From an optimization exercise on the open Yosys and OpenROAD flow, aimed at small area, a short achievable clock period and few clock cycles per item; shortcuts taken in it are not production practice.
The RTL was checked by simulation tests, not by an equivalence proof against the original design.

==> design.v <==
module digital_resonator_bank #(
  parameter int unsigned DATA_W    = 16,
  parameter int unsigned COEF_W    = 18,
  parameter int unsigned COEF_FRAC = 16,
  parameter int unsigned NUM_CH    = 4,
  localparam int unsigned CH_W     = (NUM_CH > 1) ? $clog2(NUM_CH) : 1
) (
  input  logic                     clk,
  input  logic                     reset_n,
  input  logic                     enable,
  input  logic                     clr,
  input  logic [NUM_CH*DATA_W-1:0] d,
  input  logic                     coef_we,
  input  logic [CH_W-1:0]          coef_ch,
  input  logic [1:0]               coef_sel,
  input  logic [COEF_W-1:0]        coef_data,
  output logic [NUM_CH*DATA_W-1:0] q,
  output logic                     q_valid,
  output logic                     busy,
  output logic                     sat_flag,
  output logic                     overrun
);
  localparam int unsigned PROD_W = DATA_W + COEF_W;
  localparam int unsigned ACC_W  = PROD_W + 2;
  localparam logic signed [COEF_W-1:0] G_ONE = COEF_W'(64'(1) << COEF_FRAC);
  typedef enum logic [2:0] {
    S_IDLE, S_MAC_G, S_MAC_A1, S_MAC_A2, S_STORE, S_DONE
  } state_t;
  state_t state, state_next;
  logic signed [COEF_W-1:0] g_sh   [NUM_CH];
  logic signed [COEF_W-1:0] a1_sh  [NUM_CH];
  logic signed [COEF_W-1:0] a2_sh  [NUM_CH];
  logic signed [COEF_W-1:0] g_act  [NUM_CH];
  logic signed [COEF_W-1:0] a1_act [NUM_CH];
  logic signed [COEF_W-1:0] a2_act [NUM_CH];
  logic signed [DATA_W-1:0] x_lat  [NUM_CH];
  logic signed [DATA_W-1:0] y1     [NUM_CH];
  logic signed [DATA_W-1:0] y2     [NUM_CH];
  logic signed [DATA_W-1:0] stage  [NUM_CH];
  logic [CH_W-1:0]          ch;
  logic                     last_ch;
  logic                     accept;
  logic signed [DATA_W-1:0] mul_x;
  logic signed [COEF_W-1:0] mul_c;
  logic signed [PROD_W-1:0] prod;
  logic signed [ACC_W-1:0]  acc;
  logic signed [DATA_W-1:0] res;
  logic                     clip;
  logic                     sat_acc;
  assign last_ch = (ch == CH_W'(NUM_CH - 1));
  assign accept  = (state == S_IDLE) && enable && !clr;
  always_ff @(posedge clk or negedge reset_n) begin
    if (!reset_n) state <= S_IDLE;
    else          state <= state_next;
  end
  always_comb begin
    state_next = state;
    if (clr) begin
      state_next = S_IDLE;
    end else begin
      case (state)
        S_IDLE:   if (enable) state_next = S_MAC_G;
        S_MAC_G:  state_next = S_MAC_A1;
        S_MAC_A1: state_next = S_MAC_A2;
        S_MAC_A2: state_next = S_STORE;
        S_STORE:  state_next = last_ch ? S_DONE : S_MAC_G;
        S_DONE:   state_next = S_IDLE;
        default:  state_next = S_IDLE;
      endcase
    end
  end
  always_comb begin
    mul_x = x_lat[ch];
    mul_c = g_act[ch];
    case (state)
      S_MAC_A1: begin mul_x = y1[ch]; mul_c = a1_act[ch]; end
      S_MAC_A2: begin mul_x = y2[ch]; mul_c = a2_act[ch]; end
      default:  ;
    endcase
  end
  assign prod = PROD_W'(mul_x) * PROD_W'(mul_c);
  logic signed [ACC_W-1:0] shifted;
  always_comb begin
    shifted = acc >>> COEF_FRAC;
    res     = shifted[DATA_W-1:0];
    clip    = 1'b0;
    if (!(&shifted[ACC_W-1:DATA_W-1] || ~|shifted[ACC_W-1:DATA_W-1])) begin
      clip = 1'b1;
      res  = shifted[ACC_W-1] ? {1'b1, {(DATA_W-1){1'b0}}}
                              : {1'b0, {(DATA_W-1){1'b1}}};
    end
  end
  always_ff @(posedge clk or negedge reset_n) begin
    if (!reset_n) begin
      for (int unsigned k = 0; k < NUM_CH; k++) begin
        g_sh[k]  <= G_ONE;
        a1_sh[k] <= '0;
        a2_sh[k] <= '0;
      end
    end else if (coef_we) begin
      for (int unsigned k = 0; k < NUM_CH; k++) begin
        if (coef_ch == CH_W'(k)) begin
          case (coef_sel)
            2'd0:    g_sh[k]  <= coef_data;
            2'd1:    a1_sh[k] <= coef_data;
            2'd2:    a2_sh[k] <= coef_data;
            default: ;
          endcase
        end
      end
    end
  end
  always_ff @(posedge clk or negedge reset_n) begin
    if (!reset_n) begin
      for (int unsigned k = 0; k < NUM_CH; k++) begin
        g_act[k]  <= G_ONE;
        a1_act[k] <= '0;
        a2_act[k] <= '0;
      end
    end else if (accept) begin
      for (int unsigned k = 0; k < NUM_CH; k++) begin
        g_act[k]  <= g_sh[k];
        a1_act[k] <= a1_sh[k];
        a2_act[k] <= a2_sh[k];
      end
    end
  end
  always_ff @(posedge clk or negedge reset_n) begin
    if (!reset_n) begin
      for (int unsigned k = 0; k < NUM_CH; k++) begin
        x_lat[k] <= '0;
        y1[k]    <= '0;
        y2[k]    <= '0;
        stage[k] <= '0;
      end
      ch       <= '0;
      acc      <= '0;
      sat_acc  <= 1'b0;
      q        <= '0;
      q_valid  <= 1'b0;
      busy     <= 1'b0;
      sat_flag <= 1'b0;
      overrun  <= 1'b0;
    end else begin
      q_valid <= 1'b0;
      busy    <= (state_next != S_IDLE);
      if (clr) begin
        for (int unsigned k = 0; k < NUM_CH; k++) begin
          y1[k] <= '0;
          y2[k] <= '0;
        end
        ch      <= '0;
        overrun <= 1'b0;
      end else begin
        if (enable && (state != S_IDLE)) overrun <= 1'b1;
        case (state)
          S_IDLE: begin
            if (enable) begin
              for (int unsigned k = 0; k < NUM_CH; k++)
                x_lat[k] <= d[k*DATA_W +: DATA_W];
              ch      <= '0;
              sat_acc <= 1'b0;
            end
          end
          S_MAC_G:  acc <= ACC_W'(prod);
          S_MAC_A1: acc <= acc + ACC_W'(prod);
          S_MAC_A2: acc <= acc - ACC_W'(prod);
          S_STORE: begin
            y2[ch]    <= y1[ch];
            y1[ch]    <= res;
            stage[ch] <= res;
            sat_acc   <= sat_acc | clip;
            if (!last_ch) ch <= ch + CH_W'(1);
          end
          S_DONE: begin
            for (int unsigned k = 0; k < NUM_CH; k++)
              q[k*DATA_W +: DATA_W] <= stage[k];
            q_valid  <= 1'b1;
            sat_flag <= sat_acc;
          end
          default: ;
        endcase
      end
    end
  end
endmodule
==> run.sh <==
#!/bin/bash
# synth_recipe.tcl (not shown) runs the flow's synth.tcl, then flattens the netlist and writes it again
# the make line also repeats each setting of config.mk as NAME=value (left out here)
make -C /OpenROAD-flow-scripts/flow DESIGN_CONFIG=/design/flow/config.mk WORK_HOME=/design/flow/orfs CLKGATE_MAP_FILE= SYNTH_SCRIPT=/design/flow/synth_recipe.tcl finish
==> config.mk <==
export PLATFORM = sky130hd
export DESIGN_NAME = digital_resonator_bank
export DESIGN_NICKNAME = digital_resonator_bank
export VERILOG_FILES = /design/flow/design.v
export SDC_FILE = /design/flow/constraint.sdc
export NUM_CORES = 4
export LEC_CHECK = 0
export CAP_MARGIN = 20
export CORE_MARGIN = 2
export CORE_UTILIZATION = 40
export SLEW_MARGIN = 20
==> constraint.sdc <==
create_clock -name core_clock -period 11.5 [get_ports {clk}]
set_input_delay 2.3000 -clock core_clock [delete_from_list [all_inputs] [get_ports {clk}]]
set_output_delay 2.3000 -clock core_clock [all_outputs]
set_load 0.01 [all_outputs]
==> qor.csv <==
metric,value,unit
Post-Syn Instances,4031,
WP depth,38,
Worst EP arrival,11.52,ns
# H-tree levels,3,
Worst-Margin Slew,1.069,ns
Hold Path Depth,1,
syn_nets,4539,
met3 usage,3.191,%
Synth Warn #,11,
Layout area overhead,16.49,%
Yosys reg bits,798,
All-Layer GR Usage,21.69,%
vias in the first global route,32710,
Core Box Area,0.1142,mm^2
total CTS buffers,84,
total of max-cap violations,0,
grt ovf,0,
Worst Reg-to-Reg Cells,38,
Pre-Repair DR Iteration Count,6,
pre-CTS setup slack,0.2380,ns
post-DP HPWL,90.26,mm
Fin. Hold Viols,0,
Slew HR,28.46,%
initial antenna violation count,3,
# setup viols final,0,
synthesized cell area,0.04599,mm^2
"most common cell after layout, fill and taps aside",dfrtp_1,
CP Data Required Time,11.97,ns
setup TNS,0,ns
ant diodes,0,
"EDFF count, synth",0,
clk sinks,798,
DIE AREA,0.1177,mm^2
Rows,124,
Netlist cell types,75,
status,timing/DRC/antenna clean,
Iteration-0 DRC Markers,3064,
drt total wl,128.3,mm
Root Driver,clkbuf_16,
CP Buf/Inv Count,6,
ratio of cells with drive above 1 in the final layout,22.77,%
Crit Path Class,flip-flop to flip-flop,
crit path capture type,flip-flop,
Slowest cell on crit path,fa_1,
"CP delay by family, top",adder cells,
Clock Path Buffers,3,
global routing usage on met1,31.68,%
pin count of the biggest net entering global routing,182,
average size of a mapped cell,11.41,um^2
fin crit share,96.09,%
routed vias/inst,5.496,
final worst-path setup slack,0.4497,ns
"Reg clk slew, reported paths",0.06,ns
Final Max Slew Viols,0,
Layout Skew,0.04188,ns
most frequent cells in the layout,"dfrtp_1 (787), mux2_2 (563), inv_1 (397)",
antenna-violating nets left,0,
"Seq/Total Area, Yosys",43.44,%
global-route wire length before repair,198.3,mm
PortBufs,158,
top_reg_cell synth,dfrtp_1,
Min-Delay Path Class,flip-flop to flip-flop,
busiest grt layer,met2,
Final min period,11.05,ns
total I/O pin count,159,
crit path max fanout,20,
global placement routability congestion,0.9204,
CTS tree,built,
DRC,0,
Most common cell on crit path,fa_1,
GR Layer Usage met2,34.03,%
Starting Density,40.28,%
worst skew pair latency,0.67,ns
die width,343.1,um
DR WL/cell,21.97,um
RSZ-0062 raised after global routing,no,
fmax,90.50,MHz
routed via count,32080,
critical path startpoint category,flip-flop,
Min Hold Slack,0.4729,ns
DIE HEIGHT,343.1,um
Post-synth ARST share,100.0,%
layout net count,4765,
largest stage delay on the critical path,0.57,ns
[worst paths after layout]
kind	from	endpoint	slack (ns)
worst max register to register	ch[0]$_DFFE_PN0P_	acc[35]$_DFFE_PN0P_	0.45
worst min-delay path	stage[1][2]$_DFFE_PN0P_	stage[1][2]$_DFFE_PN0P_	0.47
min in group asynchronous	reset_n	a1_sh[0][11]$_DFFE_PN0P_	1.48
worst min register to register	stage[1][2]$_DFFE_PN0P_	stage[1][2]$_DFFE_PN0P_	0.47
max in group asynchronous	reset_n	ch[0]$_DFFE_PN0P_	7.41
worst max-delay path	ch[0]$_DFFE_PN0P_	acc[35]$_DFFE_PN0P_	0.45
[cells in the mapped netlist, types with 5 or more instances]
cell type | count | share of area [%]
dfstp_2 | 8 | 0.46
a2111oi_0 | 5 | 0.095
nand3_1 | 18 | 0.20
a31oi_1 | 15 | 0.20
nor3b_1 | 5 | 0.082
clkbuf_1 | 200 | 1.6
mux2_2 | 563 | 14
nor3_1 | 19 | 0.21
a21o_1 | 152 | 2.5
a21oi_1 | 138 | 1.5
buf_1 | 29 | 0.24
a222oi_1 | 100 | 2.2
nor2b_1 | 7 | 0.095
a211oi_1 | 14 | 0.23
xor2_1 | 33 | 0.63
and2_1 | 17 | 0.23
o21ai_1 | 19 | 0.21
o21a_1 | 23 | 0.38
or3_1 | 8 | 0.11
mux2i_1 | 84 | 1.8
and3_1 | 9 | 0.12
nor4_1 | 5 | 0.068
xnor2_1 | 61 | 1.2
a22oi_1 | 6 | 0.098
ha_1 | 125 | 3.4
nand3b_1 | 5 | 0.082
and4_1 | 5 | 0.095
o31ai_1 | 7 | 0.11
o21ai_0 | 116 | 1.3
nand2b_1 | 24 | 0.33
fa_1 | 292 | 13
inv_1 | 397 | 3.2
nand2_1 | 253 | 2.1
or2_2 | 13 | 0.18
o211ai_1 | 25 | 0.41
dfrtp_1 | 790 | 43
nor2_1 | 328 | 2.7
a22o_1 | 50 | 0.95
[flip-flops by register name, summed over array words and instances, names as in the netlist]
name	cells
a1_act	72
a1_sh	72
a2_act	72
a2_sh	72
g_act	72
g_sh	72
q	64
stage	64
x_lat	64
y1	64
y2	64
acc	36
state	3
ch	2
busy	1
overrun	1
q_valid	1
sat_acc	1
sat_flag	1
[layer usage]
layer / vias up / share of wire [%]
li1: 14290 / -
met1: 16680 / 47
met2: 935 / 45
met3: 167 / 5.7
met4: 6 / 2.2
met5: - / 0.033
[logic make-up after synthesis]
group	synth area share, %
flops	43.44
simple gates	6.801
compound gates	11.08
mux	15.66
buf+inv	5.117
fa+ha+maj	16.11
xor+xnor	1.790
[through the flow]
| stage | cells | cell area [um^2] | utilization (%) |
|---|---|---|---|
| 2_1_floorplan | 4031 | 45990 | - |
| 3_3_place_gp | 5674 | 50390 | 44.13 |
| 3_5_place_dp | 5674 | 50390 | 44.13 |
| 4_1_cts | 5829 | 53350 | 46.72 |
| 5_1_grt | 5838 | 53580 | 46.92 |
| 6_report | 5838 | 53580 | 46.92 |
[repair_timing]
action                                  4_1_cts  5_1_grt
endpoints found under the setup margin        0        7
buffers inserted                              0        8
hold buffers                                  0        0
endpoints found under the hold margin         0        0
resized for setup                             0       10
[layout make-up]
class | instances | area [um^2]
multi-input combinational | 2606 | 23840
timing repair buffer | 369 | 3396
tap | 1512 | 1892
sequential | 798 | 19990
inverter | 398 | 1494
clock buffer | 117 | 2417
fill | 10540 | 60610
clock inverter | 38 | 548.0
Testbench counts, summed over its fixed seeds: cycles 28,800, frames 1,600.

separate check: timing with driven ports:
The flow's constraints put no driver on any port. The routed layout listed below was extracted and timed again, unchanged, in two steps.
Step 1, drivers: a clkbuf_16 drives clk and a buf_2 each remaining input, both assumed.
Step 2 moves the port delays by t, midway between the first and last clock arrival at a register: inputs arrive t later, outputs are due t later. That takes back most of the time a late clock gives input paths.
Slacks: no drivers / after step 1 / after step 2; pairs: no drivers / after step 1.
shift t [ns]: 0.716
setup WS [ns]: 0.450 / 0.450 / 0.450
hold slack, ns: 0.473 / 0.473 / 0.473
After both steps this run still meets setup and hold. For this run, drivers alone change the setup slack by 0.000 ns; drivers and shift together by 0.000 ns.
